From an optimization exercise on the open Yosys and OpenROAD flow, aimed at small area, a short achievable clock period and few clock cycles per item; shortcuts taken in it are not production practice. In this exercise RTL edits were held to simulation tests only and were not proved equivalent to the original.

## run A
## julia_pixel_engine
module julia_pixel_engine #(
  parameter int H_RES    = 640,
  parameter int V_RES    = 480,
  parameter int MAX_ITER = 255,
  parameter int FRAC     = 12
) (
  input  logic        clk,
  input  logic        reset_n,
  input  logic        start,
  input  logic        abort,
  input  logic [15:0] c_re,
  input  logic [15:0] c_im,
  input  logic [15:0] re_start,
  input  logic [15:0] im_start,
  input  logic [15:0] step,
  output logic        draw,
  input  logic        draw_ready,
  output logic [9:0]  x,
  output logic [9:0]  y,
  output logic [7:0]  i,
  output logic        busy,
  output logic        frame_done
);
clock: 11.0 ns
lec_check: 0
cap_margin: 20
core_margin: 2
core_utilization: 40
place_density: 0.6
slew_margin: 20
standard.sh (not shown) runs the stock make flow with config.mk's settings and CLKGATE_MAP_FILE= SYNTH_SCRIPT=/design/flow/synth_recipe.tcl, a recipe that flattens the netlist after the stock synthesis.
==> flow/flow/run.sh <==
#!/bin/bash
# Standard ORFS layout (the standard.sh, unchanged synthesis), with the resizer's
# setup repair aimed below the clock period: repair_timing gets a setup margin so that
# it keeps improving paths after the 11 ns constraint is met.
set -euo pipefail
export SETUP_SLACK_MARGIN=7.7
bash standard.sh > flow_standard.log 2>&1
Run A: done, clean on timing, DRC and antenna
Testbench counts of run A, summed over its fixed seeds: cycles 2,665,150, pixels 61,440.
## Diff of input files: run B against run A
-- flow/flow/run.sh --
<<< run A, line 4
# it keeps improving paths after the 11 ns constraint is met.
>>> run B, line 4
# it keeps improving paths after the 11 ns constraint is met. The make output goes to
# flow_standard.log here; ORFS's own per-step logs are under orfs/logs.
<<< run A, line 6
export SETUP_SLACK_MARGIN=7.7
>>> run B, line 7
export SETUP_SLACK_MARGIN=7.2
Run B — placer congestion estimate about 0.43% lower, run A as reference
Run B vs run A: total global routing track utilization down
Design area: run B lower than run A
Going from run A to run B, the worst slack at placement was found to have gone down by 0.0042 ns.
Changes observed in run B relative to run A: met2 usage in global routing now smaller, routed wire length now smaller.
Between run B and run A, the global-route track usage on met3 is lower for run B.
On final cycle utilization of the critical path, run B and run A are neck and neck.
Looking only at number of antenna violations at the first check in global routing, and setting everything else aside, the lower value of run B and run A goes to run B.
Inputs modified between run B and run C:
-- flow/flow/run.sh --
<<< run B, line 4
# it keeps improving paths after the 11 ns constraint is met. The make output goes to
# flow_standard.log here; ORFS's own per-step logs are under orfs/logs.
>>> run C, line 4
# it keeps improving paths after the 11 ns constraint is met.
==> comparison <==
Run C did not stop at any stage, and its layout met the timing, design-rule and antenna checks. Run B → run C: via count was more or less identical, wire length closely matched the old numbers. For final worst setup slack, run B and run C come out practically identical.
Modified inputs, run D compared to run C
==> flow/run.sh (new file) <==
#!/bin/bash
# synth_recipe.tcl (not shown) runs the flow's synth.tcl, then flattens the netlist and writes it again
# the make line also repeats each setting of config.mk as NAME=value (left out here)
make -C /OpenROAD-flow-scripts/flow DESIGN_CONFIG=/design/flow/config.mk WORK_HOME=/design/flow/orfs CLKGATE_MAP_FILE= SYNTH_SCRIPT=/design/flow/synth_recipe.tcl finish
removed: flow/flow/run.sh
removed: flow/standard.sh
Findings:
Fraction of final layout cells sized beyond drive strength 1: run D < run C
Note that the wire length recorded for run C amounts to 1.06 times the value seen in run D.
Post-route cell area (lower): run D

---

== willow ==
julia_pixel_engine, a different RTL version from the one above (not shown whole).
Size: roughly 510 flip-flops, roughly 120 I/O pins, about 34,000 um2 of cells after synthesis.
==> flow/config.mk <==
export PLATFORM = sky130hd
export DESIGN_NAME = julia_pixel_engine
export DESIGN_NICKNAME = julia_pixel_engine
export VERILOG_FILES = /design/flow/design.v
export SDC_FILE = /design/flow/constraint.sdc
export NUM_CORES = 4
export LEC_CHECK = 0
export CAP_MARGIN = 20
export CORE_MARGIN = 2
export CORE_UTILIZATION = 60
export PLACE_DENSITY = 0.75
export SLEW_MARGIN = 20
==> flow/constraint.sdc <==
create_clock -name core_clock -period 11.0 [get_ports {clk}]
set_input_delay 2.2000 -clock core_clock [delete_from_list [all_inputs] [get_ports {clk}]]
set_output_delay 2.2000 -clock core_clock [all_outputs]
set_load 0.01 [all_outputs]
==> flow/flow/run.sh <==
#!/bin/bash
# Standard ORFS layout (the standard.sh, unchanged synthesis), with the resizer's
# setup repair aimed below the clock period: repair_timing gets a setup margin so that
# it keeps improving paths after the 11 ns constraint is met. The make output goes to
# flow_standard.log here; ORFS's own per-step logs are under orfs/logs.
set -euo pipefail
export SETUP_SLACK_MARGIN=7.6
# port buffers: a plain buffer instead of the delay cell buffer_ports picks by default
export BUFFER_PORTS_ARGS="-buffer_cell sky130_fd_sc_hd__buf_1"
bash standard.sh > flow_standard.log 2>&1
Testbench counts of willow, summed over its fixed seeds: cycles 2,658,186, pixels 61,440.
What violet does differently from willow at the input level:
# willow
export LEC_CHECK = 0
export CAP_MARGIN = 20
export CORE_MARGIN = 2
export CORE_UTILIZATION = 60
export PLACE_DENSITY = 0.75
export SLEW_MARGIN = 20
create_clock -name core_clock -period 11.0 [get_ports {clk}]
# violet
export LEC_CHECK = 0
export CAP_MARGIN = 20
export CORE_MARGIN = 2
export CORE_UTILIZATION = 40
export PLACE_DENSITY = 0.6
export SLEW_MARGIN = 20
create_clock -name core_clock -period 11.0 [get_ports {clk}]
--- a/flow/flow/run.sh
+++ b/flow/flow/run.sh
@@ -6,5 +6,3 @@
 set -euo pipefail
-export SETUP_SLACK_MARGIN=7.6
-# port buffers: a plain buffer instead of the delay cell buffer_ports picks by default
-export BUFFER_PORTS_ARGS="-buffer_cell sky130_fd_sc_hd__buf_1"
+export SETUP_SLACK_MARGIN=7.7
 bash standard.sh > flow_standard.log 2>&1
--- outcome ---
willow reports its launch point of the critical path as qa1_8 while violet reports qa1_3. Between willow and violet, the flow reports instance area at placement increasing by a few percent. willow finished end to end and its layout was clean on timing, DRC and antenna. violet | stages: all done | timing, DRC, antenna: all pass. Of the two values seen for top metal layer carrying routed signals, met5 was produced by violet and met4 by willow. violet: non-clock buffer count about 14% above willow. Pre-CTS setup slack (higher): willow. Minimum clock period in violet vs willow: down 0.081 ns. Compared with willow, the detailed router inserted fewer vias in violet. Area taken by flip-flops and latches (higher): violet.
## Diff of input files: nickel against violet
--- a/flow/flow/run.sh
+++ b/flow/flow/run.sh
@@ -6,3 +6,3 @@
 set -euo pipefail
-export SETUP_SLACK_MARGIN=7.7
+export SETUP_SLACK_MARGIN=7.6
 bash standard.sh > flow_standard.log 2>&1
### Flow results
- [compare] base=violet new=nickel: synthesized area ~0 delta, growth of design area from synthesis to finish -0.72 points, combined flip-flop and latch cell area ~0 delta, final cell count ~0 delta.
- The final layouts of nickel and violet pass the timing, design-rule and antenna checks.
The following lists how cedar was set up differently from nickel:
# nickel
export LEC_CHECK = 0
export CAP_MARGIN = 20
export CORE_MARGIN = 2
export CORE_UTILIZATION = 40
export PLACE_DENSITY = 0.6
export SLEW_MARGIN = 20
create_clock -name core_clock -period 11.0 [get_ports {clk}]
# cedar
export LEC_CHECK = 0
export CAP_MARGIN = 20
export CORE_MARGIN = 2
export CORE_UTILIZATION = 40
export CTS_BUF_LIST = sky130_fd_sc_hd__clkbuf_4 sky130_fd_sc_hd__clkbuf_8
export PLACE_DENSITY = 0.6
export SLEW_MARGIN = 20
create_clock -name core_clock -period 11.0 [get_ports {clk}]
--- a/flow/flow/run.sh
+++ b/flow/flow/run.sh
@@ -7,2 +7,4 @@
 export SETUP_SLACK_MARGIN=7.6
+# port buffers: a plain buffer instead of the delay cell buffer_ports picks by default
+export BUFFER_PORTS_ARGS="-buffer_cell sky130_fd_sc_hd__buf_1"
 bash standard.sh > flow_standard.log 2>&1
==> notes.md <==
- Clock buffer count (cedar over nickel): increase, 44
- Diff cedar..nickel | number of sequential storage elements | negligible
- Total track usage across cedar and nickel: no real change.
- In the flow results for cedar and nickel, the synthesis-to-finish area growth is larger on nickel.
- TritonCTS buffer count for cedar: 31 up relative to nickel
- Total routed wirelength: cedar < nickel
- Re post-synthesis net count: no difference whatsoever between cedar and nickel.
--- input diff cedar..juniper ---
# cedar
export LEC_CHECK = 0
export CAP_MARGIN = 20
export CORE_MARGIN = 2
export CORE_UTILIZATION = 40
export CTS_BUF_LIST = sky130_fd_sc_hd__clkbuf_4 sky130_fd_sc_hd__clkbuf_8
export PLACE_DENSITY = 0.6
export SLEW_MARGIN = 20
create_clock -name core_clock -period 11.0 [get_ports {clk}]
# juniper
export LEC_CHECK = 0
export CAP_MARGIN = 20
export CORE_MARGIN = 2
export CORE_UTILIZATION = 40
export PLACE_DENSITY = 0.6
export SLEW_MARGIN = 20
create_clock -name core_clock -period 11.0 [get_ports {clk}]
--- a/flow/flow/run.sh
+++ b/flow/flow/run.sh
@@ -8,3 +8,3 @@
 # port buffers: a plain buffer instead of the delay cell buffer_ports picks by default
-export BUFFER_PORTS_ARGS="-buffer_cell sky130_fd_sc_hd__buf_1"
+export BUFFER_PORTS_ARGS="-buffer_cell sky130_fd_sc_hd__buf_2"
 bash standard.sh > flow_standard.log 2>&1
Side by side, fmax turned out higher in juniper than in cedar.
In juniper, the register-to-register slack came out 0.02 ns above the value in cedar.
From cedar to juniper the numbers moved as follows: routed wire length shrank by 970 um, number of nets in the final layout went down, worst hold margin shows no meaningful change, time the worst path needs with I/O delays and setup now sits lower.
Re post-detailed-placement cell area: juniper and cedar aren't equal, and the higher value belongs to juniper.
The inputs of zinc differ from those of juniper as listed below.
--- a/flow/flow/run.sh
+++ b/flow/flow/run.sh
@@ -8,3 +8,3 @@
 # port buffers: a plain buffer instead of the delay cell buffer_ports picks by default
-export BUFFER_PORTS_ARGS="-buffer_cell sky130_fd_sc_hd__buf_2"
+export BUFFER_PORTS_ARGS="-buffer_cell sky130_fd_sc_hd__buf_1"
 bash standard.sh > flow_standard.log 2>&1
Findings:
Compared with juniper, zinc ends up with less cell area.
zinc reports its cell with the largest stage delay on the worst path as sky130_fd_sc_hd__o211ai_1 while juniper reports sky130_fd_sc_hd__a2111o_1.
Between zinc and juniper, the overall global routing resource usage does not differ in any meaningful way.
Timing-limited maximum frequency delta for zinc relative to juniper: about 0.6% higher
Final critical-path share of the clock period | zinc below juniper

separate check: timing with driven ports:
No port has a modelled driver above. Below, the same layouts with a new extraction and two added sets of constraints. Step 1 assumes that a clkbuf_16 drives the clock port and a buf_2 every other input. Step 2, shift: input delay + t, output delay - t, t = (earliest + latest rising clock arrival at the registers) / 2. This alone moves slack from input paths to output paths. Three values: no drivers, after step 1, after step 2; two values: the first two.
run	t, ns	setup WS [ns]	worst setup path after step 2	worst slew at a driven data input, ns
run A	0.696	7.206 / 7.206 / 7.092	input to register	0.10
run B	0.703	7.211 / 7.207 / 6.979	input to register	0.08
run C	0.703	7.211 / 7.207 / 6.979	input to register	0.08
run D	0.689	6.162 / 6.162 / 6.162	register to register	0.08
willow	0.673	7.518 / 7.518 / 7.103	input to register	0.06
violet	0.679	7.599 / 7.559 / 7.129	input to register	0.07
nickel	0.689	7.602 / 7.576 / 7.212	input to register	0.05
cedar	0.753	7.533 / 7.506 / 7.131	input to register	0.05
juniper	0.691	7.550 / 7.548 / 7.204	input to register	0.06
zinc	0.673	7.571 / 7.571 / 7.140	input to register	0.05
After both steps every run listed still meets setup and hold. The setup slack of violet, which loses most, moves by -0.040 ns with the drivers and by -0.470 ns with both steps.
